Context: an optimization exercise on an open-source flow, tuned for small area. The choices shown serve that exercise and are no tape-out recipe.
The RTL was checked by simulation tests, not by an equivalence proof against the original design.
Power figures rest on the tool's default switching activity, not on a simulated workload.

Design id_stage_pipe, start of the top module:
module id_stage_pipe #(
    parameter int XLEN     = 32,
    parameter int NUM_REGS = 32,
    parameter int RAW      = $clog2(NUM_REGS),
    parameter int LINK_REG = 31
) (
    input  logic               clk,
    input  logic               reset,
    input  logic               if_valid,
    input  logic [31:0]        if_instr,
    input  logic [31:0]        if_pc,
    output logic               id_ready,
    input  logic               wb_we,
    input  logic [RAW-1:0]     wb_addr,
    input  logic [XLEN-1:0]    wb_data,
    input  logic               ex_ready,
    input  logic               flush,
    output logic               ex_valid,
    output logic [31:0]        ex_pc,
    output logic [5:0]         ex_op,
    output logic [5:0]         ex_funct,
    output logic [4:0]         ex_shamt,
    output logic [XLEN-1:0]    ex_rs_data,
    output logic [XLEN-1:0]    ex_rt_data,
    output logic [XLEN-1:0]    ex_imm,
    output logic [25:0]        ex_target,
    output logic [RAW-1:0]     ex_dst,
    output logic               ex_regwrite,
    output logic               ex_memread,
    output logic               ex_memwrite
);
    localparam logic [RAW-1:0] LINK_ADDR = RAW'(LINK_REG);
    logic [XLEN-1:0]     rf [1:NUM_REGS-1];
    logic [NUM_REGS-1:1] written;
    logic [5:0]      op;
    logic [RAW-1:0]  rs;
    logic [RAW-1:0]  rt;
    assign op = if_instr[31:26];
    assign rs = if_instr[21 +: RAW];
    assign rt = if_instr[16 +: RAW];
    always_ff @(posedge clk or posedge reset) begin
        if (reset) written <= '0;
        else if (wb_we)
            for (int i = 1; i < NUM_REGS; i++)
                if (wb_addr == RAW'(i)) written[i] <= 1'b1;
    end
    always_ff @(posedge clk) begin
        if (wb_we)
            for (int i = 1; i < NUM_REGS; i++)
                if (wb_addr == RAW'(i)) rf[i] <= wb_data;
    end
    logic            byp_rs, byp_rt;
    logic [XLEN-1:0] rs_data, rt_data;
    assign byp_rs = wb_we && wb_addr == rs && rs != '0;
    assign byp_rt = wb_we && wb_addr == rt && rt != '0;
    logic [3:0] hi_rs, hi_rt;
    logic [7:0] lo_rs, lo_rt;
    always_comb begin
  ...
export LEC_CHECK = 0
export CAP_MARGIN = 10
export CORE_MARGIN = 2
export CORE_UTILIZATION = 65
export PLACE_DENSITY = 0.77
export SLEW_MARGIN = 10
export SYNTH_HIERARCHICAL = 1
create_clock -name core_clock -period 5.0 [get_ports {clk}]
standard.sh (not shown) runs the stock make flow with config.mk's settings and CLKGATE_MAP_FILE= SYNTH_SCRIPT=/design/flow/synth_recipe.tcl, a recipe that flattens the netlist after the stock synthesis.
==> flow/flow/run.sh <==
#!/bin/bash
# Own layout flow: the standard flow (standard.sh, unchanged synthesis) with
#  - port buffers made of the smallest plain buffer (buf_1) instead of the default pick,
#  - a clock tree of clkbuf_8 leaf clusters (up to 20 flops within 50 um), without dummy
#    balancing loads.
# Each tool's full output stays in orfs/logs/; make's own output goes to flow_make.log.
set -euo pipefail
export BUFFER_PORTS_ARGS="-buffer_cell sky130_fd_sc_hd__buf_1"
export CTS_ARGS="-sink_clustering_enable -repair_clock_nets -dont_use_dummy_load -buf_list {sky130_fd_sc_hd__clkbuf_8} -sink_clustering_size 20 -sink_clustering_max_diameter 50"
bash standard.sh finish > flow_make.log 2>&1
The baseline completed without violations.
Change:
--- a/flow/config.mk
+++ b/flow/config.mk
@@ -9,4 +9,4 @@
 export CORE_MARGIN = 2
-export CORE_UTILIZATION = 65
-export PLACE_DENSITY = 0.77
+export CORE_UTILIZATION = 45
+export PLACE_DENSITY = 0.55
 export SLEW_MARGIN = 10
=> Critical path depth is unchanged. Clock skew increases by 0.0094 ns. Synthesized cell count does not change. Flip-flop and latch count is unchanged.
Change:
--- a/flow/config.mk
+++ b/flow/config.mk
@@ -9,4 +9,4 @@
 export CORE_MARGIN = 2
-export CORE_UTILIZATION = 45
-export PLACE_DENSITY = 0.55
+export CORE_UTILIZATION = 55
+export PLACE_DENSITY = 0.67
 export SLEW_MARGIN = 10
Effect: Worst setup slack gains 0.082 ns. Final area goes down by 1.6%. Via count goes up by 2.0%.
Change:
--- a/flow/config.mk
+++ b/flow/config.mk
@@ -7,3 +7,3 @@
 export LEC_CHECK = 0
-export CAP_MARGIN = 10
+export CAP_MARGIN = 0
 export CORE_MARGIN = 2
@@ -11,3 +11,3 @@
 export PLACE_DENSITY = 0.67
-export SLEW_MARGIN = 10
+export SLEW_MARGIN = 0
 export SYNTH_HIERARCHICAL = 1
Effect:
- sequential power barely changes
- clock power barely changes
- synthesized cell count is unchanged

## separate check: timing with driven ports
In the flow no input, the clock included, has a driving cell. The finished layouts below were timed again as built, in two steps.
Step 1 sets driving cells, clkbuf_16 on the clock port and buf_2 on the other inputs (assumed; they add their load-dependent delay and slew).
Step 2, shift: input delay + t, output delay - t, t = (earliest + latest rising clock arrival at the registers) / 2. This alone moves slack from input paths to output paths.
a / b / c = no drivers / after step 1 / after step 2; a / b = the first two.
run | t, ns | setup slack, ns | worst hold slack (ns) | clock arrival spread, ns
the first run | 0.780 | 0.890 / 0.913 / 0.133 | 0.313 / 0.273 / 0.547 | 0.090 / 0.090
the second run | 0.873 | 0.775 / 0.803 / -0.070 | 0.329 / 0.294 / 0.566 | 0.085 / 0.086
the third run | 0.789 | 0.857 / 0.885 / 0.096 | 0.328 / 0.296 / 0.546 | 0.087 / 0.088
the fourth run | 0.789 | 0.857 / 0.885 / 0.096 | 0.328 / 0.296 / 0.546 | 0.087 / 0.088
Met with ideal ports but missed after step 2: setup timing in the second run. The setup slack of the second run, which loses most, moves by +0.028 ns with the drivers and by -0.845 ns with both steps.
